From an optimization exercise on the open Yosys and OpenROAD flow, aimed at small area and a short achievable clock period; shortcuts taken in it are not production practice.
No activity file was given, so power comes from the tool's default toggle rates.

== the reference run ==
==> flow/design.v (excerpt) <==
module fc8_system #(
    parameter int FRAME_CYCLES = 1000
) (
    input  wire    master_clk,
    input  wire    master_rst_n,
    input  logic [15:0]  addr,
    input  logic [7:0]  wdata,
    input  wire    rd_en,
    input  wire    wr_en,
    output logic [7:0]  rdata,
    input  logic [7:0]  gamepad1_data,
    input  logic [7:0]  gamepad2_data,
    input  wire    gamepad1_connected,
    input  wire    gamepad2_connected,
    output logic   nmi_req,
    output logic   irq_req
);
    logic [15:0]           lo_q;
    logic [15:0]           hi_q;
    logic [7:0]            d_q;
    logic                  wr_q;
    logic [7:0]            ram_rdata;
    logic [7:0]            sfr_offset;
    logic [7:0]            sfr_value;
    logic                  sfr_wr;
    logic [1:0]            int_enable;
    logic [1:0]            int_enable_nxt;
    logic                  prescale_chg;
    logic                  timer_enable;
    logic [3:0]            timer_prescale;
    logic [1:0]            clear_pending;
    logic [1:0]            pending;
    logic                  new_frame;
    fc8_mmu u_mmu (
        .master_clk, .master_rst_n,
        .addr, .wdata, .rd_en, .wr_en, .rdata,
        .sfr_offset, .sfr_wr, .sfr_value,
        .lo_q, .hi_q, .d_q, .wr_q, .ram_rdata
    );
  ...
Size in the first run: ~4300 cells after synthesis, ~2100 flip-flops, about 56 I/O pins.
Settings: LEC_CHECK=0, ABC_CLOCK_PERIOD_IN_PS=1800, CAP_MARGIN=20, CORE_MARGIN=2, CORE_UTILIZATION=65, SLEW_MARGIN=20; clock period 4.0 ns.
run.sh (not shown) runs the stock make flow with config.mk's settings and CLKGATE_MAP_FILE= SYNTH_SCRIPT=/design/flow/synth_recipe.tcl, a recipe that flattens the netlist after the stock synthesis.
Here is what was changed in the inputs of the trial run compared with the reference run.
# the reference run
export LEC_CHECK = 0
export ABC_CLOCK_PERIOD_IN_PS = 1800
export CAP_MARGIN = 20
export CORE_MARGIN = 2
export CORE_UTILIZATION = 65
export SLEW_MARGIN = 20
create_clock -name core_clock -period 4.0 [get_ports {master_clk}]
# the trial run
export LEC_CHECK = 0
export CAP_MARGIN = 20
export CORE_MARGIN = 2
export CORE_UTILIZATION = 65
export SETUP_SLACK_MARGIN = 2.2
export SLEW_MARGIN = 20
create_clock -name core_clock -period 4.0 [get_ports {master_clk}]
==> run summary <==
The trial run went all the way through synthesis, placement and routing and the layout is clean on timing, DRC and antenna. Cell area | the trial run vs the reference run | the trial run larger. Of the two values seen for slowest library cell on the worst path, sky130_fd_sc_hd__dfxtp_4 was produced by the trial run and sky130_fd_sc_hd__a2111oi_0 by the reference run. The reference run → the trial run: fraction of area in registers down 3.1 points; combinational fraction of design power went up 0.9 points; number of setup buffers added after CTS went up 130; worst ir drop on vdd now sits lower. Switching component of the power in the trial run vs the reference run: up about 2.8%. Logic depth of the worst setup path including buffers, the reference run and the trial run: lower on the reference run. On global-route met1 utilization, the higher figure sits with the trial run, not the reference run. Going from the reference run to the trial run, the slew at the pin closest to its max-slew limit was found to have gone up by 0.24 ns. The reference run ended up with u_mmu.lo_q[0] as its start point of the critical path; the trial run ended up with u_mmu.lo_q[12].
No functional check of the RTL was part of any run of this note.


fc8_system again, from the RTL that the note above started with.
// fc8_system
module fc8_system #(
    parameter int FRAME_CYCLES = 1000
) (
    input  wire    master_clk,
    input  wire    master_rst_n,
    input  logic [15:0]  addr,
    input  logic [7:0]  wdata,
    input  wire    rd_en,
    input  wire    wr_en,
    output logic [7:0]  rdata,
    input  logic [7:0]  gamepad1_data,
    input  logic [7:0]  gamepad2_data,
    input  wire    gamepad1_connected,
    input  wire    gamepad2_connected,
    output logic   nmi_req,
    output logic   irq_req
);
export LEC_CHECK = 0
export CAP_MARGIN = 20
export CORE_MARGIN = 2
export CORE_UTILIZATION = 65
export SLEW_MARGIN = 20
create_clock -name core_clock -period 4.0 [get_ports {master_clk}]
The starting point went through all stages and came out clean.
==> next run, changes <==
--- a/flow/config.mk
+++ b/flow/config.mk
@@ -8,4 +8,4 @@
 export CAP_MARGIN = 20
 export CORE_MARGIN = 2
-export CORE_UTILIZATION = 65
+export CORE_UTILIZATION = 40
 export SLEW_MARGIN = 20
After rerunning: Final area rose by 1.9%. Synthesized cell count is unchanged. Power grows by 0.72%. Global-route usage fell by 12 points. Clock power barely changes. Worst hold slack is about the same. Utilization went down by 27 points. Final cell count is higher by about 17%. Setup slack gets better by 22 ps.
Function was not checked in any run of this note: the RTL went through the layout flow alone.

[re-timing with driven ports]
Ports are ideal in the flow. The routed layouts listed here were re-timed in OpenROAD. Step 1 assumes that a clkbuf_16 drives the clock port and a buf_2 every other input. Step 2, shift: input delay + t, output delay - t, t = (earliest + latest rising clock arrival at the registers) / 2. This alone moves slack from input paths to output paths. Three values: ideal, step 1, step 2; two values: the first two.
| run | t (ns) | slack for setup (ns) | slew at the worst register clock pin (ns) | pins driven straight from the clock port |
|---|---|---|---|---|
| the reference run | 0.905 | 0.372 / 0.372 / 0.372 | 0.07 / 0.07 | 1 |
| the trial run | 0.901 | 1.064 / 1.064 / 1.064 | 0.07 / 0.07 | 1 |
| the first run of note 2 | 0.905 | 0.372 / 0.372 / 0.372 | 0.07 / 0.07 | 1 |
| the second run of note 2 | 0.919 | 0.394 / 0.394 / 0.394 | 0.07 / 0.07 | 1 |
After both steps setup and hold are still met in every run listed.
